This design comes from an exercise in tuning for small area on the open sky130 flow, not from production work.
Only simulation tests tie the RTL to the original design; equivalence was not proved.
Power figures rest on the tool's default switching activity, not on a simulated workload.

--- design.v ---
`timescale 1ns/1ps
package dac_spi_pkg;
  localparam logic [3:0] CMD_WR_IN      = 4'h0;
  localparam logic [3:0] CMD_UPD        = 4'h1;
  localparam logic [3:0] CMD_WR_UPD_ALL = 4'h2;
  localparam logic [3:0] CMD_WR_UPD     = 4'h3;
  localparam int DAC_FRAME_BITS = 24;
  localparam int COMM_MSB       = 23;
  localparam int ADDR_MSB       = 19;
  localparam int DATA_MSB       = 15;
  typedef enum logic [1:0] {
    ST_IDLE  = 2'd0,
    ST_SHIFT = 2'd1,
    ST_DONE  = 2'd2
  } rx_state_e;
endpackage
`timescale 1ns/1ps
module spi_in_sync #(
  parameter int   STAGES  = 2,
  parameter logic RST_VAL = 1'b0
) (
  input  logic clk,
  input  logic rst,
  input  logic din,
  output logic dout,
  output logic rise,
  output logic fall
);
  logic [STAGES-1:0] sync_q, sync_d;
  logic              prev_q, prev_d;
  always_comb begin
    sync_d = {sync_q[STAGES-2:0], din};
    prev_d = sync_q[STAGES-1];
  end
  always_ff @(posedge clk or negedge rst) begin
    if (!rst) begin
      sync_q <= {STAGES{RST_VAL}};
      prev_q <= RST_VAL;
    end else begin
      sync_q <= sync_d;
      prev_q <= prev_d;
    end
  end
  assign dout = sync_q[STAGES-1];
  assign rise = dout & ~prev_q;
  assign fall = ~dout & prev_q;
endmodule
`timescale 1ns/1ps
module dac_spi_rx #(
  parameter int SYNC_STAGES = 2,
  parameter int NBITS       = 24,
  parameter int NCH         = 16
) (
  input  logic        clk,
  input  logic        rst,
  input  logic        spi_sync,
  input  logic        spi_sclk,
  input  logic        spi_data,
  input  logic [3:0]  rd_addr,
  output logic [15:0] rd_data,
  output logic        rx_valid,
  output logic [3:0]  rx_comm,
  output logic [3:0]  rx_addr,
  output logic [15:0] rx_data,
  output logic        frame_err,
  output logic        busy
);
  logic sync_s, sync_rise, sync_fall;
  logic sclk_s, sclk_rise, sclk_fall;
  logic data_s, data_rise, data_fall;
  logic unused_edges;
  spi_in_sync #(.STAGES(SYNC_STAGES), .RST_VAL(1'b1)) u_sync_sync (
    .clk(clk), .rst(rst), .din(spi_sync), .dout(sync_s), .rise(sync_rise), .fall(sync_fall));
  spi_in_sync #(.STAGES(SYNC_STAGES), .RST_VAL(1'b1)) u_sclk_sync (
    .clk(clk), .rst(rst), .din(spi_sclk), .dout(sclk_s), .rise(sclk_rise), .fall(sclk_fall));
  spi_in_sync #(.STAGES(SYNC_STAGES), .RST_VAL(1'b0)) u_data_sync (
    .clk(clk), .rst(rst), .din(spi_data), .dout(data_s), .rise(data_rise), .fall(data_fall));
  assign unused_edges = ^{sync_s, sclk_s, sclk_rise, data_rise, data_fall};
  dac_spi_pkg::rx_state_e                 state_q, state_d;
  logic [dac_spi_pkg::DAC_FRAME_BITS-1:0] sr_q, sr_d;
  logic [4:0]                cnt_q, cnt_d;
  logic                      rx_valid_q, rx_valid_d;
  logic                      frame_err_q, frame_err_d;
  logic [3:0]                rx_comm_q, rx_comm_d;
  logic [3:0]                rx_addr_q, rx_addr_d;
  logic [15:0]               rx_data_q, rx_data_d;
  logic                      good;
  always_comb begin
    state_d     = state_q;
    sr_d        = sr_q;
    cnt_d       = cnt_q;
    good        = 1'b0;
    frame_err_d = 1'b0;
    case (state_q)
      dac_spi_pkg::ST_IDLE: begin
        if (sync_fall) begin
          state_d = dac_spi_pkg::ST_SHIFT;
          cnt_d   = '0;
        end
      end
      dac_spi_pkg::ST_SHIFT: begin
        if (sclk_fall) begin
          sr_d = {sr_q[dac_spi_pkg::DAC_FRAME_BITS-2:0], data_s};
          if (cnt_q != 5'd31) cnt_d = cnt_q + 5'd1;
        end
        if (sync_rise) state_d = dac_spi_pkg::ST_DONE;
      end
      dac_spi_pkg::ST_DONE: begin
        state_d = dac_spi_pkg::ST_IDLE;
        if (cnt_q == 5'(NBITS)) good = 1'b1;
        else                    frame_err_d = 1'b1;
      end
      default: state_d = dac_spi_pkg::ST_IDLE;
    endcase
    rx_valid_d = good;
    rx_comm_d  = good ? sr_q[dac_spi_pkg::COMM_MSB -: 4]  : rx_comm_q;
    rx_addr_d  = good ? sr_q[dac_spi_pkg::ADDR_MSB -: 4]  : rx_addr_q;
    rx_data_d  = good ? sr_q[dac_spi_pkg::DATA_MSB -: 16] : rx_data_q;
  end
  always_ff @(posedge clk or negedge rst) begin
    if (!rst) begin
      state_q     <= dac_spi_pkg::ST_IDLE;
      cnt_q       <= '0;
      rx_valid_q  <= 1'b0;
      frame_err_q <= 1'b0;
      rx_comm_q   <= '0;
      rx_addr_q   <= '0;
      rx_data_q   <= '0;
    end else begin
      state_q     <= state_d;
      cnt_q       <= cnt_d;
      rx_valid_q  <= rx_valid_d;
      frame_err_q <= frame_err_d;
      rx_comm_q   <= rx_comm_d;
      rx_addr_q   <= rx_addr_d;
      rx_data_q   <= rx_data_d;
    end
  end
  always_ff @(posedge clk) sr_q <= sr_d;
  logic [NCH-1:0][15:0] in_r, out_r;      
  logic [3:0]           ptr_q;            
  logic                 ready_q;          
  logic                 pend_q;           
  logic                 run_q;            
  logic                 act;              
  logic                 c_wr;             
  logic                 p_hit, p_upd;
  logic [15:0]          in_new, out_new;
  assign c_wr  = (rx_comm_q[1:0] != 2'd1);
  assign act   = pend_q & (run_q | (ptr_q == 4'd0));
  assign p_hit = (ptr_q == rx_addr_q);
  assign p_upd = (rx_comm_q[1:0] == 2'd2) | (rx_comm_q[0] & p_hit);
  assign in_new  = (~ready_q | (act & c_wr & p_hit)) ? rx_data_q : in_r[0];
  assign out_new = (~ready_q | (act & p_upd)) ? in_new : out_r[0];
  always_ff @(posedge clk) begin
    in_r  <= {in_new,  in_r[NCH-1:1]};
    out_r <= {out_new, out_r[NCH-1:1]};
  end
  always_ff @(posedge clk or negedge rst) begin
    if (!rst) begin
      ptr_q   <= '0;
      ready_q <= 1'b0;
      pend_q  <= 1'b0;
      run_q   <= 1'b0;
    end else begin
      ptr_q <= ptr_q + 4'd1;
      if (ptr_q == 4'd15) ready_q <= 1'b1;
      if (good) begin
        pend_q <= (sr_q[dac_spi_pkg::COMM_MSB -: 2] == 2'd0);
      end else if (act) begin
        if (ptr_q == 4'd15) begin
          pend_q <= 1'b0;
          run_q  <= 1'b0;
        end else begin
          run_q  <= 1'b1;
        end
      end
    end
  end
  logic [3:0]  nq;       
  logic [1:0]  r_lo, r_hi;
  logic        r_c2, r_done;
  logic        r_hit, r_upd, r_new, use_rx, use_in;
  logic [3:0][15:0] r_out4, r_in4;
  logic [15:0] r_out, r_in;
  logic [3:0]  h0, h1;   
  assign nq = 4'd0 - ptr_q;
  assign r_lo[0] = rd_addr[0] ? ~nq[0] : nq[0];
  assign r_lo[1] = rd_addr[1] ? ~(rd_addr[0] ? (nq[1] ^ nq[0]) : nq[1])
                              :  (rd_addr[0] ? (nq[1] ^ nq[0]) : nq[1]);
  assign r_c2 = rd_addr[1] ? (nq[1] | (rd_addr[0] & nq[0])) : (nq[1] & rd_addr[0] & nq[0]);
  assign h0 = {2'b00, nq[3:2]};
  assign h1 = {2'b00, nq[3:2] + 2'd1};
  always_comb begin
    logic [1:0] e;
    e = r_c2 ? h1[1:0] : h0[1:0];
    r_hi[0] = rd_addr[2] ? ~e[0] : e[0];
    r_hi[1] = rd_addr[3] ? ~(rd_addr[2] ? (e[1] ^ e[0]) : e[1])
                         :  (rd_addr[2] ? (e[1] ^ e[0]) : e[1]);
  end
  always_comb begin
    logic lt1, lt2;
    lt1    = rd_addr[1] ? (ptr_q[1] & ~rd_addr[0] & ptr_q[0]) : (ptr_q[1] | (~rd_addr[0] & ptr_q[0]));
    lt2    = rd_addr[2] ? (ptr_q[2] & lt1) : (ptr_q[2] | lt1);
    r_done = rd_addr[3] ? (ptr_q[3] & lt2) : (ptr_q[3] | lt2);
  end
  always_comb begin
    for (int g = 0; g < 4; g++) begin
      r_out4[g] = out_r[4*g + r_lo];
      r_in4[g]  = in_r[4*g + r_lo];
    end
  end
  assign r_out = r_out4[r_hi];
  assign r_in  = r_in4[r_hi];
  assign r_hit = (rd_addr == rx_addr_q);
  assign r_upd = (rx_comm_q[1:0] == 2'd2) | (rx_comm_q[0] & r_hit);
  assign r_new = pend_q & ~(run_q & r_done) & r_upd;
  assign use_rx = ~ready_q | (r_new & c_wr & r_hit);
  assign use_in = r_new;
  always_comb begin
    if (use_rx)      rd_data = rx_data_q;
    else if (use_in) rd_data = r_in;
    else             rd_data = r_out;
  end
  assign rx_valid  = rx_valid_q;
  assign frame_err = frame_err_q;
  assign rx_comm   = rx_comm_q;
  assign rx_addr   = rx_addr_q;
  assign rx_data   = rx_data_q;
  assign busy      = (state_q == dac_spi_pkg::ST_SHIFT);
endmodule
--- run.sh ---
#!/bin/bash
# synth_recipe.tcl (not shown) runs the flow's synth.tcl, then flattens the netlist and writes it again
# the make line also repeats each setting of config.mk as NAME=value (left out here)
make -C /OpenROAD-flow-scripts/flow DESIGN_CONFIG=/design/flow/config.mk WORK_HOME=/design/flow/orfs CLKGATE_MAP_FILE= SYNTH_SCRIPT=/design/flow/synth_recipe.tcl finish
--- config.mk ---
export PLATFORM = sky130hd
export DESIGN_NAME = dac_spi_rx
export DESIGN_NICKNAME = dac_spi_rx
export VERILOG_FILES = /design/flow/design.v
export SDC_FILE = /design/flow/constraint.sdc
export NUM_CORES = 4
export LEC_CHECK = 0
export CAP_MARGIN = 20
export CORE_MARGIN = 2
export CORE_UTILIZATION = 40
export CTS_BUF_LIST = sky130_fd_sc_hd__clkbuf_8
export CTS_CLUSTER_DIAMETER = 50
export CTS_CLUSTER_SIZE = 20
export GPL_TIMING_DRIVEN = 0
export SLEW_MARGIN = 20
--- constraint.sdc ---
create_clock -name core_clock -period 5.0 [get_ports {clk}]
set_input_delay 1.0000 -clock core_clock [delete_from_list [all_inputs] [get_ports {clk}]]
set_output_delay 1.0000 -clock core_clock [all_outputs]
set_load 0.01 [all_outputs]
==> flow_summary.toml, run 1 <==
[placement]
gp_congestion = 0.784
dp_hpwl_um = 28300
io_buffers = 51
place_inst = 1777
pre_cts_ws_ps = -1840
place_area_um2 = 19200

[critical_path]
worstSetupStartpointType = "input pin"
crit_fanout = 8
r2r-end = "out_r[246]"
endpoint = "rd_data[4]"
endpoint_kind = "output pin"
worst_path_max_delay_cell = "mux4_2"
cp.required_ps = 4000
worstPathArrival_ps = 3890
rr_worst_depth = 8
max_stage_delay_ps = 500
worstSetupStartpoint = "rd_addr[3]"
worstPathCellList = "dlygate4sd2_1, inv_1, a2111oi_4, o211a_1, buf_8, buf_12, buf_12, mux4_2, a22o_1, a211oi_2, a211oi_2, dlygate4sd2_1"
r2r_slack_ps = 1130
reg2reg_from = "ptr_q[0]"
path_class = "in -> out"

[synthesis]
netlist.area_leader.share_pct = 57.3
synth_edf_count = 24
synth_most_common_cell = "dfxtp_1"
synth.distinct_cells = 64
syn-cell-area_um2 = 17900
synth_ff_type = "dfxtp_1"
syn_nets = 1147
syn_inst = 1131
yosys_warnings = 3
synth_seq_cells = 584
yosys-top-cells-count = "dfxtp_1 (512), mux4_2 (75), mux2i_1 (64)"
yosysSeqAreaShare_pct = 68.1
synth_area_leader_cell = "dfxtp_1"
yosys-top-cells-area = "dfxtp_1 (57%), mux4_2 (9.4%), dfrtp_1 (5.9%), edfxtp_1 (4.0%), mux2i_1 (3.6%)"
async_reset_ff_share_pct = 8.22
avgSynthCellArea_um2 = 15.8

[timing]
whs_ps = 296
fin_crit_sh_pct = 97.8
skew_ps = 41.9
slew-limit-headroom_pct = 29.4
hold_viol = 0
fmax_ghz = 0.204
report.final.slew_viol_count = 0
setup_ws_ps = 108
period_needed_ps = 4890
setup_viol = 0
tightest_slew_ps = 1050

[global_route]
grtUsageTotal_pct = 18.7
grt-busiest-layer = "met2"
grt-ovfl-total = 0
grt_first_pass_wirelength_um = 64800
use_met2_pct = 29.9
grt_start_max_net_pins = 26
met1_usage_pct = 26.0
use_met3_pct = 3.42
antenna_found_initial = 0
grt_pass1_vias = 10200

[power]
power.density_nw_per_um2 = 377
ir_drop_v = 0.000190
p_leak_nw = 8.48

[route]
drtAntennaViolNets = 0
drc_errors = 0
dr.pass1.iters = 4
via_per_inst = 5.12
wl_um = 43400
wl_per_cell_um = 23.0
routed-via-count = 9653
drtIter0Drc = 593

[clocking]
clk_latency_ps = 640
cts-buffers-inserted = 43
cts.sinks = 584
cts.htree.levels = 2
clk_pin_slew_ps = 100
cts.path.max_buffers = 3
cts_tree = "built"
clockRootBuffer = "clkbuf_8"

[layout]
fin_util_pct = 47.4
fill_cells = 3806
stdcell_count = 1885
layout-drive-gt1-share_pct = 27.2
multi_input_area_um2 = 5570
regArea_um2 = 12200
final_area_um2 = 21000
area_growth_pct = 17.1
fin_nets = 1275

[die]
die_h_um = 215
dieArea_um2 = 46400
die_w_um = 215
coreArea_um2 = 44200
io_pins = 52
num_rows = 77
start_util_pct = 40.5

[hold_path]
hold_path_class = "in -> async"

[run_status]
outcome = "complete, no violations"

[run]
drv_cap = 0
==> cells in the final DEF, fill, tap and decap left out, types with 8 or more instances in the layout <==
cell             count
clkbuf_2             8
a211oi_2            22
nor2b_1             13
dfrtp_1             40
a21oi_1             29
mux2i_1             64
edfxtp_1            24
o22ai_1             14
a22o_1              30
dfxtp_1            512
inv_1               17
clkbuf_4             8
clkbuf_8            46
buf_4               29
buf_2                9
clkdlybuf4s50_1     30
o21ai_0              8
buf_12              11
mux4_1              18
mux2_2              55
inv_6                8
nand2_1             13
o221ai_1            15
mux4_2              75
nor2_1              11
==> worst max-delay path: cells and delay by family <==
kind	cells	cell delay (ps)
compound gates	5	1240
buf+inv	6	1150
mux	1	500
==> sequential cells by signal, summed over array words and instances, names as in the netlist, 4 cells and up <==
register and count:
ptr_q 4, out_r 256, rx_data_q 16, sr_q 24
rx_addr_q 4, cnt_q 5, in_r 256, rx_comm_q 4
==> cells by family after synthesis <==
kind of cell | share of synthesized area [%]
AO/OA/AOI/OAI | 6.29
XOR/XNOR | 1.08
adder cells (fa/ha/maj) | 0.545
buffers and inverters | 2.39
flip-flops | 68.1
multiplexers | 19.1
AND/OR/NAND/NOR | 2.50
==> layer usage <==
metal,vias to the layer above,wire [µm]
met1,4932,20100
met4,0,1210
li1,4442,-
met2,206,20100
met3,73,1940
met5,-,0
==> worst min-delay path by stage <==
stage / startpoint / endpoint
floorplan: in_r[126] / in_r[110]
global placement: in_r[221] / in_r[205]
detailed placement: in_r[160] / in_r[144]
CTS: rst / state_q[0]
global route: rst / rx_data_q[6]
finish: rst / cnt_q[1]
==> where the power goes <==
group	switching [W]	leakage (nW)	total, W	internal (W)
sequential	0.0000194	4.97	0.00473	0.00471
combinational	0.000226	2.99	0.000350	0.000125
clock	0.00163	0.522	0.00282	0.00118
total	0.00188	8.48	0.00790	0.00602
==> stage by stage <==
| step | power, W | TNS, ps |
|---|---|---|
| after floorplan | 0.00498 | 0 |
| after global placement | 0.00514 | -24480 |
| after detailed placement | 0.00515 | -24150 |
| after CTS | 0.00794 | 0 |
| after global routing | 0.00816 | -15.6 |
| final | 0.00790 | 0 |
==> area by class of cell <==
class | count | share of cell area, %
clock inverter | 33 | 1.86
tap | 592 | 3.53
timing repair buffer | 85 | 4.18
antenna | 1 | 0.0119
multi-input combinational | 478 | 26.6
buffer | 55 | 2.55
inverter | 12 | 0.215
sequential | 584 | 58.1
clock buffer | 45 | 2.95
==> timing repair <==
item / 4_1_cts / 5_1_grt
pin swaps: 7 / 10
setup buffers: 21 / 8
endpoints found under the setup margin: 16 / 16
cloned: 1 / 1
hold endpoints to repair: 0 / 0
hold buffers: 0 / 0
gates resized for setup: 154 / 23
==> inputs of run 2 (changes only) <==
--- a/config.mk
+++ b/config.mk
@@ -8,8 +8,4 @@
 export CAP_MARGIN = 20
 export CORE_MARGIN = 2
 export CORE_UTILIZATION = 40
-export CTS_BUF_LIST = sky130_fd_sc_hd__clkbuf_8
-export CTS_CLUSTER_DIAMETER = 50
-export CTS_CLUSTER_SIZE = 20
-export GPL_TIMING_DRIVEN = 0
 export SLEW_MARGIN = 20
==> run 2 against run 1 <==
  * Still clean
  * Worst hold slack better by 44 ps
  * Register-to-register slack better by 920 ps
  * Wire length down 9.1%
  * Power up 18%
  * Area after synthesis unchanged
  * Final cell count up 2.9%
  * Critical path depth up 3
  * Largest power group unchanged
  * Highest routed layer unchanged
==> flow_summary.toml, run 2 <==
[run_status]
outcome = "complete, no violations"

[critical_path]
cp.required_ps = 4000
path_class = "in -> out"
worstPathArrival_ps = 3860
crit_path_frequent_cell = "buf_4"
r2r_slack_ps = 2050
worstSetupStartpointType = "input pin"
r2r-end = "out_r[240]"
endpoint_kind = "output pin"
reg2reg_from = "ptr_q[0]"
worst_path_max_delay_cell = "mux4_2"
max_stage_delay_ps = 480
worstPathCellList = "dlygate4sd2_1, buf_4, xnor2_2, nand4_1, o21ai_1, buf_4, o211a_4, buf_12, buf_16, buf_4, mux4_2, a22o_1, a21oi_2, a211oi_2, clkdlybuf4s15_1"
crit_fanout = 6
rr_worst_depth = 7

[clocking]
cts.htree.levels = 2
cts_tree = "built"
clk_pin_slew_ps = 60
cts.sinks = 584
cts.path.max_buffers = 3
clockRootBuffer = "clkbuf_16"
cts-buffers-inserted = 55
holdBufCountCts = 0
clk_latency_ps = 590

[synthesis]
synth_area_leader_cell = "dfxtp_1"
yosysSeqAreaShare_pct = 68.1
yosys-top-cells-count = "dfxtp_1 (512), mux4_2 (75), mux2i_1 (64)"
yosys_warnings = 3
netlist.area_leader.share_pct = 57.3
syn_inst = 1131
yosys-top-cells-area = "dfxtp_1 (57%), mux4_2 (9.4%), dfrtp_1 (5.9%), edfxtp_1 (4.0%), mux2i_1 (3.6%)"
syn_nets = 1147
avgSynthCellArea_um2 = 15.8
synth_ff_type = "dfxtp_1"
synth_edf_count = 24
async_reset_ff_share_pct = 8.22
syn-cell-area_um2 = 17900
synth.distinct_cells = 64
synth_most_common_cell = "dfxtp_1"
synth_seq_cells = 584

[hold_path]
hold_depth = 0
worstHoldEndpoint = "out_r[28]"
hold_path_class = "reg -> reg"
hold_path.startpoint = "out_r[44]"

[timing]
fmax_ghz = 0.206
slew-limit-headroom_pct = 28.1
setup_ws_ps = 136
period_needed_ps = 4860
skew_ps = 18.4
rsz0062_at_grt = "true"
whs_ps = 340
report.final.slew_viol_count = 0
hold_viol = 0
setup_viol = 0
fin_crit_sh_pct = 97.3
tightest_slew_ps = 1070

[placement]
io_buffers = 51
gp_congestion = 0.765
pre_cts_ws_ps = -588
dp_hpwl_um = 24700

[layout]
fin_nets = 1322
final_cell_mix = "dfxtp_1 (512), buf_4 (93), mux4_2 (77)"
layout_commonest_cell = "dfxtp_1"
fin_util_pct = 50.0
area_growth_pct = 23.6
antenna_cells = 0
top_regs = "in_r (256), out_r (256), sr_q (24)"
layout-drive-gt1-share_pct = 30.6

[global_route]
grt_start_max_net_pins = 49
grt_first_pass_wirelength_um = 61400
grt_pass1_vias = 10300
grt-ovfl-total = 0
grtUsageTotal_pct = 17.2
antenna_found_initial = 0

[power]
switching_share_pct = 21.0
p_clk_share_pct = 45.3
p_leak_nw = 9.08
power_w = 0.00936
p_int_w = 0.00739
pwr-share-seq_pct = 50.6
power.density_nw_per_um2 = 423
ir_drop_v = 0.000291
combPwrFrac_pct = 4.0
power.switching_w = 0.00196

[route]
wl_per_cell_um = 20.3
dr.pass1.iters = 5
routed-via-count = 9676
via_per_inst = 4.99
drc_errors = 0
drtAntennaViolNets = 0
wl_um = 39500
drtIter0Drc = 543

[die]
io_pins = 52
coreArea_um2 = 44200
die_w_um = 215
num_rows = 77
dieArea_um2 = 46400
die_h_um = 215
start_util_pct = 40.5

[run]
drv_cap = 0
[run 2: cell counts after synthesis]
Identical to the previous run, type by type.
[run 2: layout make-up]
class | instances | area, µm²
fillers | 3674 | 22100
flip-flops and latches | 584 | 12200
multi-input cells | 478 | 5510
repair buffers | 175 | 1780
clock buffers | 82 | 1640
well taps | 592 | 741
clock inverters | 17 | 226
inverters | 12 | 45.0
[run 2: power groups by stage]
stage          Clock (W)  Sequential [W]  Combinational, W
2_1_floorplan          0         0.00483          0.000152
3_3_place_gp           0         0.00483          0.000381
3_5_place_dp           0         0.00484          0.000382
4_1_cts          0.00433         0.00473          0.000380
5_1_grt          0.00452         0.00473          0.000404
6_report         0.00424         0.00473          0.000379
[run 2: how the worst max path moves through the flow]
stage,startpoint,to,slack (ps),cells after the start
floorplan,rd_addr[0],rd_data[10],720,8
global placement,rd_addr[0],rd_data[6],-570,14
CTS,rd_addr[2],rd_data[5],1,15
detailed placement,rd_addr[0],rd_data[6],-590,14
global route,rd_addr[2],rd_data[5],-20,15
finish,rd_addr[2],rd_data[6],140,15
[run 2: logic make-up after synthesis]
group | share of synthesized area, %
AOI/OAI and AO/OA | 6.29
and+or+nand+nor | 2.50
xor gates and xnor gates | 1.08
DFF | 68.1
muxes | 19.1
buffers and inverters | 2.39
adders and majority gates | 0.545
[run 2: worst max-delay path, delay by kind of cell]
kind,cells,cell delay (ps)
buf+inv,7,1230
simple gates,1,160
xor+xnor,1,140
compound gates,5,830
mux,1,480
[run 2: per-stage QoR]
stage	TNS [ps]	area, µm²	std cells
5_1_grt	-20.2	22100	1940
3_5_place_dp	-8320	19900	1822
2_1_floorplan	0	17900	1131
3_3_place_gp	-8240	19900	1822
4_1_cts	0	22000	1932
6_report	0	22100	1940
[run 2: routing by layer]
metal | track usage [%] | wire length, µm | vias to the layer above | share of wire, %
met5 | 0 | 0 | - | 0
met4 | 5.17 | 993 | 0 | 2.5
met3 | 2.69 | 1140 | 59 | 2.9
met2 | 28.6 | 19200 | 141 | 49
met1 | 23.1 | 18100 | 4931 | 46
li1 | - | - | 4545 | -
[run 2: repair_timing]
item	4_1_cts	5_1_grt
pin swaps	4	12
setup endpoints to repair	16	16
hold endpoints to repair	0	0
setup buffers	9	7
gates cloned	2	2
gates resized for setup	47	55
==> inputs of run 3 (changes only) <==
--- a/config.mk
+++ b/config.mk
@@ -7,5 +7,9 @@
 export LEC_CHECK = 0
 export CAP_MARGIN = 20
 export CORE_MARGIN = 2
-export CORE_UTILIZATION = 40
+export CORE_UTILIZATION = 60
+export CTS_BUF_LIST = sky130_fd_sc_hd__clkbuf_8
+export CTS_CLUSTER_DIAMETER = 40
+export CTS_CLUSTER_SIZE = 16
+export GPL_TIMING_DRIVEN = 0
 export SLEW_MARGIN = 20
==> run 3 against run 2 <==
  * Global-route usage is 9.5 points higher
  * Setup slack gained 16 ps
  * First-iteration DRC count up 5.3%
  * Clock skew grew 16 ps
  * Core utilization is 20 points higher
  * Power shrank 14%
  * Sequential share of layout area up 3.7 points
  * Synthesized cell count is the same
  * Clock power down 29%
  * Register-to-register slack worse by 680 ps
  * Critical path type unchanged
  * Critical endpoint unchanged
==> flow_summary.toml, run 3 <==
[placement]
io_buffers = 51
dp_hpwl_um = 25400
place_inst = 1573
gp_congestion = 0.806
pre_cts_ws_ps = -1540
place_area_um2 = 18900

[critical_path]
worstSetupStartpointType = "input pin"
cp.required_ps = 4000
worstSetupStartpoint = "rd_addr[0]"
endpoint_kind = "output pin"
path_class = "in -> out"
reg2reg_from = "ptr_q[0]"
worstPathArrival_ps = 3850
crit_fanout = 10

[synthesis]
synth_edf_count = 24
synth_seq_cells = 584
yosysSeqAreaShare_pct = 68.1
synth.distinct_cells = 64
synth_area_leader_cell = "dfxtp_1"
synth_ff_type = "dfxtp_1"
avgSynthCellArea_um2 = 15.8
syn_inst = 1131
synth_most_common_cell = "dfxtp_1"
async_reset_ff_share_pct = 8.22
yosys_warnings = 3
syn-cell-area_um2 = 17900
yosys-top-cells-area = "dfxtp_1 (57%), mux4_2 (9.4%), dfrtp_1 (5.9%), edfxtp_1 (4.0%), mux2i_1 (3.6%)"
netlist.area_leader.share_pct = 57.3
yosys-top-cells-count = "dfxtp_1 (512), mux4_2 (75), mux2i_1 (64)"
syn_nets = 1147

[clocking]
clk_pin_slew_ps = 100
cts_tree = "built"
clk_latency_ps = 610
cts.sinks = 584
cts.path.max_buffers = 3
cts.htree.levels = 2
clockRootBuffer = "clkbuf_8"
cts-buffers-inserted = 52

[power]
power.density_nw_per_um2 = 390
p_leak_nw = 8.59
ir_drop_v = 0.000279

[die]
coreArea_um2 = 29500
die_h_um = 177
num_rows = 63
io_pins = 52
start_util_pct = 60.7
dieArea_um2 = 31200
die_w_um = 177

[timing]
period_needed_ps = 4850
setup_ws_ps = 152
slew-limit-headroom_pct = 33.5
whs_ps = 341
tightest_slew_ps = 998
fmax_ghz = 0.206
report.final.slew_viol_count = 0
setup_viol = 0
fin_crit_sh_pct = 97.0
hold_viol = 0
rsz0062_at_grt = "true"
fin_setup_tns_ps = 0
skew_ps = 34.0

[route]
dr.pass1.iters = 5
drtIter0Drc = 572
wl_met3_um = 2060
drc_errors = 0
wl_met1_um = 19100
drtAntennaViolNets = 0
route.met2.wl_um = 18300
wl_um = 40200
top_layer = "met4"
wl_per_cell_um = 23.8
via_per_inst = 5.64
routed-via-count = 9534

[layout]
antenna_cells = 0
layout-drive-gt1-share_pct = 26.8
fin_nets = 1274
area_growth_pct = 15.8
fill_cells = 2043
stdcell_count = 1689
layout_commonest_cell = "dfxtp_1"
final_cell_mix = "dfxtp_1 (512), mux4_2 (75), mux2i_1 (64)"
final_area_um2 = 20700
top_regs = "in_r (256), out_r (256), sr_q (24)"

[global_route]
grt_pass1_vias = 10000
grt-ovfl-total = 0
grt_first_pass_wirelength_um = 61100
antenna_found_initial = 2
grtUsageTotal_pct = 26.7
grt_start_max_net_pins = 49

[run_status]
outcome = "complete, no violations"

[hold_path]
hold_path.startpoint = "out_r[109]"
hold_path_class = "reg -> reg"

[run]
drv_cap = 0
-- run 3: cell count changes in the layout (fill, tap and decap cells not counted), moves of 7 or more --
| cell | change |
|---|---|
| buf_4 | -67 |
| buf_12 | -14 |
| clkbuf_8 | +49 |
| dlymetal6s2s_1 | +10 |
| clkbuf_16 | -58 |
| clkbuf_4 | +7 |
-- run 3: power by group --
part	internal [W]	leakage, nW	switching [W]
sequential	0.00471	4.97	0.0000184
combinational	0.000117	3.02	0.000215
clock	0.00139	0.605	0.00163
-- run 3: what timing repair did --
item	CTS	global route
hold buffers	0	0
endpoints found under the setup margin	16	16
pin swaps	6	9
gates resized for setup	119	31
buffers inserted	11	10
gates cloned	1	0
-- run 3: worst max-delay path, cell delays in order --
cell and delay (ps):
clkbuf_4 160, inv_1 50, ha_1 180, nor3b_2 170, a2111oi_4 250, o211a_1 230
buf_12 170, buf_4 130, buf_6 210, mux4_2 540, a22o_1 200, a21oi_1 130
a211oi_1 120, dlygate4sd2_1 300
-- run 3: worst paths after layout --
path	cells after the start	to	slack, ps
setup / recovery	14	rd_data[6]	150
hold / removal	0	out_r[93]	340
setup reg to reg	9	out_r[248]	1370
hold reg to reg	0	out_r[93]	340
max in group asynchronous	1	ptr_q[1]	4130
min in group asynchronous	1	rx_data_q[11]	390
-- run 3: routing by layer --
layer  vias to the layer above  global-route usage [%]
li1                       4444                       -
met1                      4818                    38.8
met2                       214                    41.7
met3                        58                    5.35
met4                         0                    6.30
met5                         -                       0
-- run 3: final cells by class --
type | instances | area, µm² | share of cell area (%)
Buffer | 56 | 531 | 2.56
Clock inverter | 33 | 328 | 1.58
Inverter | 12 | 45.0 | 0.217
Timing Repair Buffer | 74 | 734 | 3.55
Clock buffer | 62 | 853 | 4.12
Multi-Input combinational cell | 478 | 5560 | 26.8
Tap cell | 390 | 488 | 2.36
Sequential cell | 584 | 12200 | 58.8
-- run 3: stage by stage --
step,util (%),power (W)
after CTS,69.7,0.00812
final,70.3,0.00808
after global placement,64.1,0.00513
after detailed placement,64.1,0.00514
after global routing,70.3,0.00834
after floorplan,-,0.00498
-- run 3: kinds of logic (layout without fill, tap and decap cells) --
| group | count (synthesis) | in the layout | share of synthesized area [%] |
|---|---|---|---|
| buffers and inverters | 69 | 237 | 2.39 |
| AO/OA/AOI/OAI | 155 | 155 | 6.29 |
| AND/OR/NAND/NOR | 81 | 81 | 2.50 |
| XOR/XNOR | 22 | 22 | 1.08 |
| flip-flops | 584 | 584 | 68.1 |
| multiplexers | 212 | 212 | 19.1 |
| adder cells (fa/ha/maj) | 8 | 8 | 0.545 |
==> inputs of run 4 (changes only) <==
--- a/config.mk
+++ b/config.mk
@@ -7,9 +7,10 @@
 export LEC_CHECK = 0
 export CAP_MARGIN = 20
 export CORE_MARGIN = 2
-export CORE_UTILIZATION = 60
-export CTS_BUF_LIST = sky130_fd_sc_hd__clkbuf_8
-export CTS_CLUSTER_DIAMETER = 40
-export CTS_CLUSTER_SIZE = 16
+export CORE_UTILIZATION = 70
+export CTS_BUF_LIST = sky130_fd_sc_hd__clkbuf_16
+export CTS_CLUSTER_DIAMETER = 60
+export CTS_CLUSTER_SIZE = 40
 export GPL_TIMING_DRIVEN = 0
+export PLACE_DENSITY = 0.8
 export SLEW_MARGIN = 20
==> run 4 against run 3 <==
  * Critical path type is now reg -> out
  * Area after synthesis stayed put
  * Combinational power hardly changed
  * Register-to-register slack worse by 40 ps
  * Largest power group unchanged
==> flow_summary.toml, run 4 <==
[global_route]
antenna_found_initial = 0
grt_pass1_vias = 10500
grt_first_pass_wirelength_um = 62100
grtUsageTotal_pct = 31.7
grt-ovfl-total = 0
grt_start_max_net_pins = 35

[power]
ir_drop_v = 0.000362
power.density_nw_per_um2 = 403
pwr-share-seq_pct = 56.8
p_int_w = 0.00642
power.switching_w = 0.00191
switching_share_pct = 22.9
combPwrFrac_pct = 4.0
p_clk_share_pct = 39.2
p_leak_nw = 8.51

[die]
dieArea_um2 = 26900
num_rows = 58
start_util_pct = 71.3
io_pins = 52
coreArea_um2 = 25100
die_h_um = 164
die_w_um = 164

[placement]
place_inst = 1513
dp_hpwl_um = 25300
gp_congestion = 0.825
io_buffers = 51
place_area_um2 = 18800

[critical_path]
path_class = "reg -> out"
worstPathArrival_ps = 3930
worstPathCellList = "inv_1, ha_1, xnor2_1, xor2_2, buf_4, xor2_4, nand2_2, clkbuf_2, o221ai_1, a211oi_2, a211oi_1, dlygate4sd2_1"
endpoint_kind = "output pin"
cp.required_ps = 4000
worstSetupStartpointType = "register"
max_stage_delay_ps = 430
worst_path_max_delay_cell = "dfrtp_2"
crit_fanout = 10

[timing]
fin_crit_sh_pct = 98.5
hold_viol = 0
tightest_slew_ps = 1090
report.final.slew_viol_count = 0
fin_setup_tns_ps = 0
skew_ps = 31.0
setup_viol = 0
period_needed_ps = 4930
slew-limit-headroom_pct = 27.2
fmax_ghz = 0.203

[layout]
layout_commonest_cell = "dfxtp_1"
layout-drive-gt1-share_pct = 25.1
final_area_um2 = 20700
fin_util_pct = 82.4
final_cell_mix = "dfxtp_1 (512), mux4_2 (75), mux2i_1 (64)"
fin_nets = 1259
antenna_cells = 0
area_growth_pct = 15.6
top_regs = "in_r (256), out_r (256), sr_q (24)"
stdcell_count = 1599

[synthesis]
syn_inst = 1131
yosys-top-cells-area = "dfxtp_1 (57%), mux4_2 (9.4%), dfrtp_1 (5.9%), edfxtp_1 (4.0%), mux2i_1 (3.6%)"
async_reset_ff_share_pct = 8.22
synth-simple-area-share_pct = 2.50
synth_ff_type = "dfxtp_1"
avgSynthCellArea_um2 = 15.8
yosys_warnings = 3
synth-compound-area-share_pct = 6.29
syn-cell-area_um2 = 17900
synth_adder_area_share_pct = 0.545
muxShareOfSynthArea_pct = 19.1
syn_nets = 1147
synth_most_common_cell = "dfxtp_1"
synth.distinct_cells = 64
synth_seq_cells = 584
synth_top_family_by_area = "multiplexers"
synth_edf_count = 24
synth_area_leader_cell = "dfxtp_1"
yosysSeqAreaShare_pct = 68.1
yosys-top-cells-count = "dfxtp_1 (512), mux4_2 (75), mux2i_1 (64)"
netlist.area_leader.share_pct = 57.3
post_synth_xor_area_fraction_pct = 1.08

[route]
drtAntennaViolNets = 0
routed-via-count = 9885
drtIter0Drc = 698
dr.pass1.iters = 5
via_per_inst = 6.18
drc_errors = 0
wl_um = 41200
wl_per_cell_um = 25.7

[run_status]
outcome = "complete, no violations"

[clocking]
cts.path.max_buffers = 3
cts_tree = "built"
cts.sinks = 584
cts.htree.levels = 2
clk_latency_ps = 550
cts-buffers-inserted = 35
clockRootBuffer = "clkbuf_16"
clk_pin_slew_ps = 90

[hold_path]
hold_path_class = "reg -> reg"

[run]
drv_cap = 0
[run 4: worst paths after layout]
path / slack [ps] / to / start / cells past startpoint
setup / recovery: 70 / rd_data[12] / ptr_q[1] / 12
min in group asynchronous: 410 / cnt_q[3] / rst / 1
hold / removal: 340 / out_r[160] / out_r[176] / 0
max in group asynchronous: 4000 / u_sync_sync.sync_q[1] / rst / 2
hold reg to reg: 340 / out_r[160] / out_r[176] / 0
setup reg to reg: 1330 / out_r[249] / ptr_q[0] / 8
[run 4: cell type report]
cell class | count | area (µm²)
Sequential cell | 584 | 12200
Multi-Input combinational cell | 478 | 5540
Fill cell | 1309 | 4430
Clock buffer | 37 | 926
Timing Repair Buffer | 77 | 752
Buffer | 55 | 497
Tap cell | 330 | 413
Clock inverter | 26 | 330
Inverter | 12 | 45.0
[run 4: what timing repair did]
item,in CTS,in global routing
cloned,1,0
hold buffers,0,0
setup endpoints to repair,16,13
setup buffers,16,8
pin swaps,9,3
resized for setup,123,12
[run 4: kinds of logic (layout without fill, tap and decap cells)]
logic type | count (synthesis) | after routing
flops | 584 | 584
mux | 212 | 212
compound gates | 155 | 155
simple gates | 81 | 81
buf+inv | 69 | 207
xor+xnor | 22 | 22
fa+ha+maj | 8 | 8
[run 4: critical path, delay by kind of cell (launching register included)]
family          cells  cell delay, ps
buf+inv             4             900
fa+ha+maj           1             240
simple gates        1             240
flops               1             430
xor+xnor            3             870
compound gates      3             700
[run 4: metal layers]
metal	track usage, %	routed length [µm]
met5	0	0
met4	11.0	1290
met3	6.24	2570
met2	51.9	19800
met1	43.0	17500
[run 4: power groups by stage]
stage                     Sequential, W  Combinational (W)  Clock, W
final                           0.00473           0.000331   0.00327
after global routing            0.00473           0.000347   0.00347
after CTS                       0.00473           0.000321   0.00328
after detailed placement        0.00484           0.000295         0
after global placement          0.00484           0.000287         0
after floorplan                 0.00483           0.000152         0
[run 4: stage by stage]
step	hold WS, ps	setup WS, ps	power (W)
2_1_floorplan	323	717	0.00498
3_3_place_gp	324	-1500	0.00512
3_5_place_dp	327	-1520	0.00513
4_1_cts	342	18.0	0.00833
5_1_grt	345	-7.85	0.00855
6_report	340	73.9	0.00833
==> inputs of run 5 (changes only) <==
--- a/config.mk
+++ b/config.mk
@@ -10,7 +10,7 @@
 export CORE_UTILIZATION = 70
 export CTS_BUF_LIST = sky130_fd_sc_hd__clkbuf_16
 export CTS_CLUSTER_DIAMETER = 60
-export CTS_CLUSTER_SIZE = 40
+export CTS_CLUSTER_SIZE = 50
 export GPL_TIMING_DRIVEN = 0
 export PLACE_DENSITY = 0.8
 export SLEW_MARGIN = 20
==> run 5 against run 4 <==
  * Highest routed layer unchanged
  * Core utilization is 0.095 points lower
  * Flip-flop and latch count stayed put
  * Still clean
  * Clock power hardly changed
  * Power is 0.11% lower
  * Largest cell class unchanged
==> flow_summary.toml, run 5 <==
[run_status]
outcome = "complete, no violations"

[die]
die_w_um = 164
dieArea_um2 = 26900
io_pins = 52
start_util_pct = 71.3
die_h_um = 164
coreArea_um2 = 25100
num_rows = 58

[power]
power.density_nw_per_um2 = 403
power_w = 0.00832
ir_drop_v = 0.000360
p_leak_nw = 8.49

[layout]
fill_cells = 1323
final_cell_mix = "dfxtp_1 (512), mux4_2 (75), mux2i_1 (64)"
area_growth_pct = 15.4
layout_commonest_cell = "dfxtp_1"
top_regs = "in_r (256), out_r (256), sr_q (24)"
fin_nets = 1258
layout-drive-gt1-share_pct = 25.0
antenna_cells = 0
final_area_um2 = 20700
stdcell_count = 1598

[critical_path]
path_class = "in -> out"
cp.required_ps = 4000
crit_fanout = 8
worstSetupStartpointType = "input pin"
worstPathArrival_ps = 3910
endpoint_kind = "output pin"

[route]
routed-via-count = 9890
wl_um = 41200
drtAntennaViolNets = 0
drtIter0Drc = 750
via_per_inst = 6.19
dr.pass1.iters = 5
drc_errors = 0
wl_per_cell_um = 25.8

[clocking]
holdBufCountCts = 0
cts.path.max_buffers = 3
clk_latency_ps = 560
cts_tree = "built"
clk_pin_slew_ps = 90
cts.sinks = 584
cts.htree.levels = 2
clockRootBuffer = "clkbuf_16"
cts-buffers-inserted = 35

[synthesis]
synth_most_common_cell = "dfxtp_1"
yosys_warnings = 3
synth_ff_type = "dfxtp_1"
netlist.area_leader.share_pct = 57.3
synth.distinct_cells = 64
avgSynthCellArea_um2 = 15.8
async_reset_ff_share_pct = 8.22
synth_edf_count = 24
yosysSeqAreaShare_pct = 68.1
synth_seq_cells = 584
yosys-top-cells-area = "dfxtp_1 (57%), mux4_2 (9.4%), dfrtp_1 (5.9%), edfxtp_1 (4.0%), mux2i_1 (3.6%)"
syn-cell-area_um2 = 17900
syn_nets = 1147
synth_area_leader_cell = "dfxtp_1"
syn_inst = 1131
yosys-top-cells-count = "dfxtp_1 (512), mux4_2 (75), mux2i_1 (64)"

[timing]
tightest_slew_ps = 1070
hold_viol = 0
period_needed_ps = 4910
fin_setup_tns_ps = 0
slew-limit-headroom_pct = 28.2
setup_viol = 0
fin_crit_sh_pct = 98.3
rsz0062_at_grt = "false"
skew_ps = 26.7
fmax_ghz = 0.204
whs_ps = 339
report.final.slew_viol_count = 0

[hold_path]
hold_path_class = "reg -> reg"

[global_route]
antenna_found_initial = 0
grt_first_pass_wirelength_um = 62600
grt_pass1_vias = 10500
grt-ovfl-total = 0
grtUsageTotal_pct = 31.9
grt_start_max_net_pins = 35

[placement]
place_inst = 1513
io_buffers = 51
place_area_um2 = 18800
gp_congestion = 0.825
dp_hpwl_um = 25300

[run]
drv_cap = 0
[run 5: cell counts after synthesis]
No cell type changed its count.
[run 5: through the flow]
stage | setup WS (ps) | util (%)
2_1_floorplan | 717 | -
3_3_place_gp | -1500 | 74.9
3_5_place_dp | -1520 | 75.0
4_1_cts | 18.0 | 81.9
5_1_grt | 0.487 | 82.3
6_report | 86.9 | 82.3
[run 5: power breakdown]
part	total (W)	internal, W	switching (W)
logic	0.000330	0.000114	0.000216
clock network	0.00326	0.00156	0.00170
registers	0.00473	0.00471	0.0000193
total	0.00832	0.00638	0.00194
[run 5: critical path, cell delays in order]
cell and delay, ps:
clkbuf_4 160, inv_1 50, ha_1 200, nor3b_2 170, a2111oi_4 250, o211a_1 230
buf_12 170, buf_12 140, buf_4 140, mux4_2 490, a22o_1 250, a211oi_2 300
a211oi_2 110, clkdlybuf4s15_1 250
[run 5: metal layers]
layer	wire length (µm)	global-route usage, %	up-vias
met3	2260	4.52	87
li1	-	-	4405
met5	0	0	-
met4	1280	10.8	0
met2	19800	51.9	356
met1	17900	44.7	5042
[run 5: path summary, 6_finish.rpt]
check	start	to	slack (ps)	depth (start not counted)
setup / recovery	rd_addr[0]	rd_data[13]	90	14
hold / removal	out_r[180]	out_r[164]	340	0
setup reg to reg	ptr_q[0]	out_r[249]	1340	8
hold reg to reg	out_r[180]	out_r[164]	340	0
max in group asynchronous	rst	u_sclk_sync.sync_q[0]	4000	2
min in group asynchronous	rst	cnt_q[3]	400	1
[run 5: logic make-up after synthesis]
logic type / share of synthesized area [%]
compound gates: 6.29
buf+inv: 2.39
fa+ha+maj: 0.545
mux: 19.1
xor+xnor: 1.08
simple gates: 2.50
flops: 68.1
[run 5: area by class of cell]
cell class	count	area (µm²)	share of cell area, %
Sequential cell	584	12200	59.0
Multi-Input combinational cell	478	5530	26.8
Clock buffer	37	926	4.48
Timing Repair Buffer	76	746	3.61
Buffer	55	494	2.39
Tap cell	330	413	2.00
Clock inverter	26	320	1.55
Inverter	12	45.0	0.218
[run 5: repair_timing]
action | in CTS | in global routing
resized for setup | 125 | 13
buffers inserted | 16 | 7
pin swaps | 9 | 4
cloned | 1 | 0
endpoints found under the setup margin | 16 | 14
==> inputs of run 6 (changes only) <==
--- a/config.mk
+++ b/config.mk
@@ -7,10 +7,9 @@
 export LEC_CHECK = 0
 export CAP_MARGIN = 20
 export CORE_MARGIN = 2
-export CORE_UTILIZATION = 70
+export CORE_UTILIZATION = 40
 export CTS_BUF_LIST = sky130_fd_sc_hd__clkbuf_16
 export CTS_CLUSTER_DIAMETER = 60
-export CTS_CLUSTER_SIZE = 50
+export CTS_CLUSTER_SIZE = 40
 export GPL_TIMING_DRIVEN = 0
-export PLACE_DENSITY = 0.8
 export SLEW_MARGIN = 20
==> run 6 against run 5 <==
  * Via count decreased by 3.4%
  * First-iteration DRC count down 12%
  * Sequential power about the same
  * Worst hold slack got worse by 0.91 ps
  * Power decreased by 1.6%
  * Register-to-register slack worse by 230 ps
  * Critical path type unchanged
==> flow_summary.toml, run 6 <==
[global_route]
grt_first_pass_wirelength_um = 64500
antenna_found_initial = 0
grt_pass1_vias = 10000
grt-ovfl-total = 0
grt_start_max_net_pins = 30
grtUsageTotal_pct = 18.7

[timing]
rsz0062_at_grt = "false"
setup_ws_ps = 102
skew_ps = 26.0
fin_crit_sh_pct = 98.0
hold_viol = 0
period_needed_ps = 4900
tightest_slew_ps = 1060
slew-limit-headroom_pct = 29.1
fmax_ghz = 0.204
setup_viol = 0
report.final.slew_viol_count = 0

[critical_path]
r2r-end = "out_r[246]"
cp_top_family = "compound AO/OA/AOI/OAI gates"
rr_worst_depth = 8
cp.buffers_inverters = 6
worstSetupStartpoint = "rd_addr[0]"
worstPathCellList = "clkbuf_4, inv_1, ha_1, nor3b_2, a2111oi_4, o211a_1, buf_12, buf_12, buf_4, mux4_2, a22o_1, a211oi_2, a211oi_2, dlygate4sd2_1"
cp.depth = 14
worstSetupStartpointType = "input pin"
worstPathArrival_ps = 3900
endpoint = "rd_data[3]"
endpoint_kind = "output pin"
reg2reg_from = "ptr_q[0]"
crit_fanout = 8
cp.required_ps = 4000
worst_path_max_delay_cell = "mux4_2"
max_stage_delay_ps = 480
r2r_slack_ps = 1110
path_class = "in -> out"

[clocking]
cts-buffers-inserted = 34
holdBufCountCts = 0
cts.htree.levels = 2
cts.sinks = 584
cts_tree = "built"
cts.path.max_buffers = 3
clockRootBuffer = "clkbuf_16"
clk_latency_ps = 550
clk_pin_slew_ps = 100

[layout]
layout-drive-gt1-share_pct = 26.0
fin_nets = 1257
stdcell_count = 1859
area_growth_pct = 17.1
layout_commonest_cell = "dfxtp_1"
final_cell_mix = "dfxtp_1 (512), mux4_2 (75), mux2i_1 (64)"
top_regs = "in_r (256), out_r (256), sr_q (24)"

[synthesis]
synth.distinct_cells = 64
async_reset_ff_share_pct = 8.22
synth_area_leader_cell = "dfxtp_1"
synth_ff_type = "dfxtp_1"
yosys-top-cells-count = "dfxtp_1 (512), mux4_2 (75), mux2i_1 (64)"
yosys-top-cells-area = "dfxtp_1 (57%), mux4_2 (9.4%), dfrtp_1 (5.9%), edfxtp_1 (4.0%), mux2i_1 (3.6%)"
syn_inst = 1131
yosys_warnings = 3
netlist.area_leader.share_pct = 57.3
synth_seq_cells = 584
syn-cell-area_um2 = 17900
avgSynthCellArea_um2 = 15.8
synth_edf_count = 24
syn_nets = 1147
synth_most_common_cell = "dfxtp_1"
yosysSeqAreaShare_pct = 68.1

[route]
via_per_inst = 5.14
routed-via-count = 9553
drc_errors = 0
wl_per_cell_um = 23.2
drtIter0Drc = 661
drtAntennaViolNets = 0
dr.pass1.iters = 5
wl_um = 43000

[die]
num_rows = 77
coreArea_um2 = 44200
io_pins = 52
die_w_um = 215
die_h_um = 215
start_util_pct = 40.5
dieArea_um2 = 46400

[power]
p_leak_nw = 8.45
power.density_nw_per_um2 = 390
ir_drop_v = 0.000240

[run]
drv_cap = 0

[run_status]
outcome = "complete, no violations"

[placement]
place_inst = 1777
gp_congestion = 0.784
io_buffers = 51
dp_hpwl_um = 28300
pre_cts_ws_ps = -1840

[hold_path]
hold_path_class = "reg -> reg"
hold_depth = 0
==> run 6: cell counts after synthesis <==
No cell type changed its count.
==> run 6: cells by family after synthesis <==
family	after synthesis	share of synthesized area [%]
fa+ha+maj	8	0.545
compound gates	155	6.29
buf+inv	69	2.39
xor+xnor	22	1.08
simple gates	81	2.50
mux	212	19.1
flops	584	68.1
==> run 6: per-stage QoR <==
step	TNS [ps]	hold WS (ps)	power, W	cell area (µm²)	utilization (%)
after detailed placement	-24150	331	0.00515	19200	43.5
after floorplan	0	323	0.00498	17900	-
after CTS	0	338	0.00824	20900	47.3
final	0	338	0.00818	21000	47.4
after global placement	-24480	324	0.00514	19100	43.3
after global routing	0	344	0.00844	21000	47.4
==> run 6: cell type report <==
| class | count | area [µm²] |
|---|---|---|
| Sequential cell | 584 | 12200 |
| Fill cell | 3806 | 23300 |
| Buffer | 55 | 514 |
| Inverter | 12 | 45.0 |
| Clock inverter | 24 | 254 |
| Timing Repair Buffer | 76 | 727 |
| Antenna cell | 1 | 2.50 |
| Tap cell | 592 | 741 |
| Multi-Input combinational cell | 478 | 5570 |
| Clock buffer | 37 | 926 |
==> run 6: repair_timing <==
action,in CTS,in global routing
setup endpoints to repair,16,16
pin swaps,12,10
setup buffers,17,4
resized for setup,144,22
cloned,1,0
==> run 6: worst min-delay path by stage <==
stage / startpoint / endpoint / slack, ps
3_5_place_dp: in_r[160] / in_r[144] / 330
3_3_place_gp: in_r[221] / in_r[205] / 320
4_1_cts: in_r[118] / in_r[102] / 340
5_1_grt: out_r[161] / out_r[145] / 340
2_1_floorplan: in_r[126] / in_r[110] / 320
6_report: out_r[161] / out_r[145] / 340
==> run 6: where the power goes <==
part / leakage, nW / internal (W) / switching (W) / total [W]
registers: 4.97 / 0.00471 / 0.0000194 / 0.00473
logic: 2.91 / 0.000120 / 0.000226 / 0.000346
clock network: 0.575 / 0.00144 / 0.00167 / 0.00311
==> run 6: layer usage <==
metal  GRT usage, %  vias to the layer above  wire (µm)
met1           26.2                     4936      20300
met3           2.80                       58       1580
li1               -                     4392          -
met2           30.2                      167      20200
met5              0                        -          0
met4           5.36                        0        948
==> inputs of run 7 (changes only) <==
==> flow/run.sh (new file) <==
#!/bin/bash
# Own layout flow: the standard synthesis and ORFS steps, with three changes:
#  - port buffers use a small buffer cell instead of the default one,
#  - clock tree synthesis inserts no dummy balancing loads,
#  - after global routing, repair_timing recovers area on paths with positive slack.
set -euo pipefail
cd "$(dirname "$0")/.."
bash standard.sh synth > synth.log 2>&1
bash standard.sh \
  "BUFFER_PORTS_ARGS=-buffer_cell sky130_fd_sc_hd__buf_2" \
  "CTS_ARGS=-sink_clustering_enable -repair_clock_nets -sink_clustering_size 40 -sink_clustering_max_diameter 60 -buf_list sky130_fd_sc_hd__clkbuf_16 -dont_use_dummy_load" \
  "RECOVER_POWER=100" \
  finish > layout.log 2>&1
==> standard.sh (new file) <==
#!/bin/bash
# synth_recipe.tcl (not shown) runs the flow's synth.tcl, then flattens the netlist and writes it again
# the make line also repeats each setting of config.mk as NAME=value (left out here)
make -C /OpenROAD-flow-scripts/flow DESIGN_CONFIG=/design/flow/config.mk WORK_HOME=/design/flow/orfs CLKGATE_MAP_FILE= SYNTH_SCRIPT=/design/flow/synth_recipe.tcl "${@:-finish}"
--- a/config.mk
+++ b/config.mk
@@ -8,8 +8,5 @@
 export CAP_MARGIN = 20
 export CORE_MARGIN = 2
 export CORE_UTILIZATION = 40
-export CTS_BUF_LIST = sky130_fd_sc_hd__clkbuf_16
-export CTS_CLUSTER_DIAMETER = 60
-export CTS_CLUSTER_SIZE = 40
 export GPL_TIMING_DRIVEN = 0
 export SLEW_MARGIN = 20
removed: run.sh
==> run 7 against run 6 <==
  * The layout now fails its checks (capacitance limit, slew limit)
  * Area after synthesis stayed put
  * First-iteration DRC count shrank 16%
  * Via count down 1.2%
  * Clock power fell by 15%
  * Final cell count fell by 2.3%
  * Worst hold slack worse by 25 ps
  * Non-clock buffer count is 15 lower
  * Wire length fell by 1.2%
  * Clock skew is 13 ps higher
  * Global-route usage decreased by 0.42 points
  * Fmax is 0.37% higher
  * Power down 6.1%
  * Critical path type unchanged
  * Critical endpoint is now rd_data[12]
==> flow_summary.toml, run 7 <==
[clocking]
clk_latency_ps = 540
cts.sinks = 584
cts.path.max_buffers = 3
clockRootBuffer = "clkbuf_16"
clk_pin_slew_ps = 100
cts-buffers-inserted = 34
cts.htree.levels = 2
cts_tree = "built"

[critical_path]
worstPathCellList = "buf_2, inv_1, ha_1, clkbuf_1, clkdlybuf4s15_2, clkdlybuf4s15_2, mux4_2, a21oi_1, a211oi_2, clkbuf_2"
worst_path_max_delay_cell = "clkdlybuf4s15_2"
endpoint_kind = "output pin"
reg2reg_from = "ptr_q[2]"
rr_worst_depth = 8
path_class = "in -> out"
cp.required_ps = 4000
r2r_slack_ps = 540
cp_top_family = "buffers and inverters"
worstPathArrival_ps = 3880
max_stage_delay_ps = 590
worstSetupStartpointType = "input pin"
cp.buffers_inverters = 6
crit_path_frequent_cell = "clkdlybuf4s15_2"
crit_fanout = 10
r2r-end = "out_r[246]"

[power]
power.density_nw_per_um2 = 381
power_w = 0.00768
p_leak_nw = 8.14
ir_drop_v = 0.000180

[timing]
period_needed_ps = 4880
fmax_ghz = 0.205
setup_ws_ps = 120
report.final.slew_viol_count = 57
fin_crit_sh_pct = 97.6
skew_ps = 38.7
slew-limit-headroom_pct = -102
setup_viol = 0
hold_viol = 0
tightest_slew_ps = 3030

[layout]
area_growth_pct = 12.8
layout-drive-gt1-share_pct = 22.6
final_cell_mix = "dfxtp_1 (512), mux4_2 (75), mux2i_1 (64)"
fin_nets = 1242
layout_commonest_cell = "dfxtp_1"
antenna_cells = 0
top_regs = "in_r (256), out_r (256), sr_q (24)"

[synthesis]
yosys-top-cells-area = "dfxtp_1 (57%), mux4_2 (9.4%), dfrtp_1 (5.9%), edfxtp_1 (4.0%), mux2i_1 (3.6%)"
synth_seq_cells = 584
syn_nets = 1147
synth_ff_type = "dfxtp_1"
syn_inst = 1131
netlist.area_leader.share_pct = 57.3
synth_edf_count = 24
synth.distinct_cells = 64
syn-cell-area_um2 = 17900
yosysSeqAreaShare_pct = 68.1
synth_most_common_cell = "dfxtp_1"
synth_area_leader_cell = "dfxtp_1"
yosys-top-cells-count = "dfxtp_1 (512), mux4_2 (75), mux2i_1 (64)"
yosys_warnings = 3
avgSynthCellArea_um2 = 15.8
async_reset_ff_share_pct = 8.22

[route]
dr.pass1.iters = 4
drtIter0Drc = 554
wl_per_cell_um = 23.4
drc_errors = 0
routed-via-count = 9437
drtAntennaViolNets = 0
wl_um = 42500
via_per_inst = 5.20

[run_status]
outcome = "finished with violations"
so_faults = "capacitance limit, slew limit"

[die]
start_util_pct = 40.5
io_pins = 52
num_rows = 77
dieArea_um2 = 46400
coreArea_um2 = 44200
die_w_um = 215
die_h_um = 215

[placement]
io_buffers = 51
pre_cts_ws_ps = -988
gp_congestion = 0.781
dp_hpwl_um = 28000

[global_route]
grt-ovfl-total = 0
grt_first_pass_wirelength_um = 62900
grtUsageTotal_pct = 18.3
grt_start_max_net_pins = 49
grt_pass1_vias = 9787
antenna_found_initial = 0

[run]
drv_cap = 2

[hold_path]
worstHoldEndpoint = "in_r[145]"
hold_path.startpoint = "in_r[161]"
hold_depth = 0
hold_path_class = "reg -> reg"
-- run 7: cell counts after synthesis --
Identical to the previous run, type by type.
-- run 7: layer usage --
| metal | GRT usage [%] | part of all wire, % | wire [µm] |
|---|---|---|---|
| met3 | 3.31 | 4.5 | 1900 |
| met4 | 6.09 | 2.9 | 1220 |
| met2 | 29.7 | 47 | 20100 |
| met1 | 24.8 | 45 | 19300 |
| met5 | 0 | 0 | 0 |
-- run 7: how the worst max path moves through the flow --
stage,from,endpoint,cells past startpoint
global placement,rd_addr[0],rd_data[12],10
CTS,ptr_q[1],rd_data[3],10
finish,rd_addr[0],rd_data[12],10
floorplan,rd_addr[0],rd_data[10],8
detailed placement,rd_addr[0],rd_data[12],10
global route,rd_addr[0],rd_data[2],14
-- run 7: cell type report --
class | instances | area [µm²]
buffer | 55 | 492
fill | 3892 | 24000
tap | 592 | 741
multi-input combinational | 478 | 5540
timing repair buffer | 61 | 339
sequential | 584 | 12200
inverter | 12 | 45.0
clock buffer | 34 | 851
-- run 7: report_power, final --
part           internal, W  total (W)  switching, W  leakage, nW
clock network      0.00122    0.00263       0.00141        0.419
registers          0.00471    0.00473     0.0000198         4.97
logic             0.000102   0.000325      0.000223         2.75
total              0.00603    0.00768       0.00165         8.14
-- run 7: cells by family after synthesis --
kind of cell	after synthesis	synth area share (%)
AO/OA/AOI/OAI	155	6.29
adder cells (fa/ha/maj)	8	0.545
flip-flops	584	68.1
multiplexers	212	19.1
AND/OR/NAND/NOR	81	2.50
XOR/XNOR	22	1.08
buffers and inverters	69	2.39
-- run 7: metrics by stage --
step	cell area, µm²	hold WS [ps]	std cells	TNS (ps)	util [%]
after floorplan	17900	323	1131	0	-
after global placement	18900	325	1774	-10700	42.7
after detailed placement	18900	329	1775	-9810	42.8
after CTS	19900	318	1814	0	45.1
after global routing	20200	316	1816	-0.661	45.6
final	20200	314	1816	0	45.6
-- run 7: timing repair --
action,4_1_cts,5_1_grt
hold buffers,0,0
cloned,0,2
setup buffers,6,1
pin swaps,3,7
gates resized for setup,38,70
endpoints found under the setup margin,16,16
==> inputs of run 8 (changes only) <==
--- a/flow/run.sh
+++ b/flow/run.sh
@@ -9,5 +9,5 @@
 bash standard.sh \
   "BUFFER_PORTS_ARGS=-buffer_cell sky130_fd_sc_hd__buf_2" \
   "CTS_ARGS=-sink_clustering_enable -repair_clock_nets -sink_clustering_size 40 -sink_clustering_max_diameter 60 -buf_list sky130_fd_sc_hd__clkbuf_16 -dont_use_dummy_load" \
-  "RECOVER_POWER=100" \
+  "RECOVER_POWER=100" "MATCH_CELL_FOOTPRINT=0" \
   finish > layout.log 2>&1
==> run 8 against run 7 <==
  * Still fails the layout checks on capacitance limit, slew limit
  * First-iteration DRC count is 6.3% higher
  * Largest power group unchanged
  * Sequential share of layout area is 0.19 points higher
  * Final cell count stayed put
  * Critical path type unchanged
==> flow_summary.toml, run 8 <==
[run_status]
outcome = "finished with violations"
so_faults = "capacitance limit, slew limit"

[global_route]
grt_first_pass_wirelength_um = 62900
grt-ovfl-total = 0
grtUsageTotal_pct = 18.3
grt_pass1_vias = 9768
grt_start_max_net_pins = 49
antenna_found_initial = 0

[route]
drc_errors = 0
routed-via-count = 9468
top_layer = "met4"
via_per_inst = 5.21
wl_um = 42600
wl_met1_um = 19500
wl_met3_um = 1780
drtAntennaViolNets = 0
route.met2.wl_um = 20200
drtIter0Drc = 589
dr.pass1.iters = 5
wl_per_cell_um = 23.4

[layout]
fin_nets = 1242
fin_util_pct = 45.5
top_regs = "in_r (256), out_r (256), sr_q (24)"
stdcell_count = 1816
final_area_um2 = 20100
final_cell_mix = "dfxtp_1 (512), mux4_2 (75), mux2i_1 (64)"
area_growth_pct = 12.5
fill_cells = 3897
layout_commonest_cell = "dfxtp_1"
antenna_cells = 0
layout-drive-gt1-share_pct = 22.6

[die]
num_rows = 77
start_util_pct = 40.5
die_h_um = 215
die_w_um = 215
dieArea_um2 = 46400
coreArea_um2 = 44200
io_pins = 52

[synthesis]
netlist.area_leader.share_pct = 57.3
yosys_warnings = 3
syn-cell-area_um2 = 17900
syn_nets = 1147
yosys-top-cells-count = "dfxtp_1 (512), mux4_2 (75), mux2i_1 (64)"
syn_inst = 1131
synth_most_common_cell = "dfxtp_1"
synth.distinct_cells = 64
synth_ff_type = "dfxtp_1"
async_reset_ff_share_pct = 8.22
avgSynthCellArea_um2 = 15.8
yosys-top-cells-area = "dfxtp_1 (57%), mux4_2 (9.4%), dfrtp_1 (5.9%), edfxtp_1 (4.0%), mux2i_1 (3.6%)"
synth_seq_cells = 584
synth_area_leader_cell = "dfxtp_1"
synth_edf_count = 24
yosysSeqAreaShare_pct = 68.1

[clocking]
clockRootBuffer = "clkbuf_16"
cts.htree.levels = 2
holdBufCountCts = 0
clk_latency_ps = 540
cts-buffers-inserted = 34
cts.sinks = 584
clk_pin_slew_ps = 100
cts_tree = "built"
cts.path.max_buffers = 3

[timing]
fin_crit_sh_pct = 97.5
hold_viol = 0
slew-limit-headroom_pct = -101
fin_setup_tns_ps = 0
rsz0062_at_grt = "true"
skew_ps = 39.0
setup_viol = 0
period_needed_ps = 4870
report.final.slew_viol_count = 57
tightest_slew_ps = 3010
fmax_ghz = 0.205
whs_ps = 314

[critical_path]
endpoint_kind = "output pin"
r2r_slack_ps = 600
path_class = "in -> out"
reg2reg_from = "ptr_q[2]"
r2r-end = "out_r[246]"
rr_worst_depth = 8
cp.required_ps = 4000
crit_fanout = 10
worstSetupStartpointType = "input pin"
worstPathArrival_ps = 3870

[placement]
dp_hpwl_um = 28000
gp_congestion = 0.781
place_area_um2 = 18900
io_buffers = 51
place_inst = 1775

[power]
p_leak_nw = 8.12
power.density_nw_per_um2 = 381
ir_drop_v = 0.000181

[run]
drv_cap = 2

[hold_path]
hold_path.startpoint = "in_r[161]"
worstHoldEndpoint = "in_r[145]"
hold_depth = 0
hold_path_class = "reg -> reg"
==> run 8: cell types whose count changed in the layout (fill, tap and decap cells not counted), moves of 2 or more <==
| cell | previous run | this run |
|---|---|---|
| clkdlybuf4s15_2 | 3 | 0 |
| buf_2 | 25 | 33 |
| buf_12 | 10 | 7 |
| buf_8 | 1 | 3 |
| clkbuf_2 | 16 | 13 |
==> run 8: timing repair <==
item / CTS / global route
pin swaps: 3 / 8
setup buffers: 4 / 2
cloned: 0 / 2
resized for setup: 49 / 67
endpoints found under the setup margin: 16 / 16
==> run 8: critical path: stages <==
cell	delay, ps
buf_2	160
inv_1	60
ha_1	290
clkbuf_1	300
clkbuf_2	400
nand2_1	350
buf_2	380
o22ai_1	260
a21oi_1	120
a211oi_2	330
buf_2	220
==> run 8: worst max-delay path by stage <==
stage	from	end	cells past startpoint
after floorplan	rd_addr[0]	rd_data[10]	8
after global placement	rd_addr[0]	rd_data[12]	10
after detailed placement	rd_addr[0]	rd_data[12]	10
after CTS	rd_addr[0]	rd_data[3]	14
after global routing	rd_addr[0]	rd_data[12]	14
final	rd_addr[0]	rd_data[12]	11
==> run 8: kinds of logic after synthesis <==
kind of cell | after synthesis | synth area share [%]
flops | 584 | 68.1
mux | 212 | 19.1
xor+xnor | 22 | 1.08
buf+inv | 69 | 2.39
simple gates | 81 | 2.50
fa+ha+maj | 8 | 0.545
compound gates | 155 | 6.29
==> run 8: through the flow <==
step | power (W) | worst slack, ps
after floorplan | 0.00498 | 717
after global placement | 0.00512 | -941
after detailed placement | 0.00513 | -988
after CTS | 0.00772 | 21.9
after global routing | 0.00793 | -13.3
final | 0.00767 | 125
==> run 8: final cells by class <==
type | instances | area [µm²] | area share, %
sequential | 584 | 12200 | 60.5
timing repair buffer | 60 | 319 | 1.59
buffer | 56 | 460 | 2.29
inverter | 12 | 45.0 | 0.224
multi-input combinational | 478 | 5520 | 27.5
clock buffer | 34 | 851 | 4.23
tap | 592 | 741 | 3.68
==> run 8: power by group <==
| group | internal, W | leakage (nW) | switching (W) |
|---|---|---|---|
| Sequential | 0.00471 | 4.97 | 0.0000198 |
| Combinational | 0.0000972 | 2.74 | 0.000223 |
| Clock | 0.00122 | 0.419 | 0.00141 |
| Total | 0.00602 | 8.12 | 0.00165 |
==> run 8: per-layer routing <==
metal	vias up	global-route usage [%]
met5	-	0
met3	62	3.28
met1	4876	24.8
li1	4319	-
met4	0	6.00
met2	211	29.7

port drivers added, routing unchanged:
In the flow no input, the clock included, has a driving cell. The finished layouts below were timed again as built, in two steps.
Step 1, drivers: a clkbuf_16 drives clk and a buf_2 each remaining input, both assumed.
Step 2 adds t to the input delays and takes it off the output delays; t is the mean of the earliest and latest rising clock arrival at the registers after step 1. Input paths then give back, and output paths get back, about the clock's delay inside the block.
Slacks: ideal / step 1 / step 2; pairs: ideal / step 1.
run	t, ns	setup slack, ns	slew at the worst register clock pin (ns)	pins driven straight from the clock port
run 1	0.661	0.108 / 0.088 / 0.088	0.12 / 0.12	1
run 2	0.633	0.136 / 0.112 / 0.112	0.07 / 0.07	1
run 3	0.645	0.152 / 0.112 / 0.125	0.10 / 0.10	1
run 4	0.587	0.074 / 0.024 / 0.070	0.12 / 0.12	1
run 5	0.587	0.087 / 0.045 / 0.061	0.11 / 0.11	1
run 6	0.595	0.102 / 0.070 / 0.070	0.11 / 0.11	1
run 7	0.579	0.120 / 0.096 / 0.096	0.10 / 0.10	1
run 8	0.578	0.125 / 0.101 / 0.101	0.10 / 0.10	1
For run 6, which loses most, drivers alone change the setup slack by -0.032 ns; drivers and shift together by -0.032 ns.
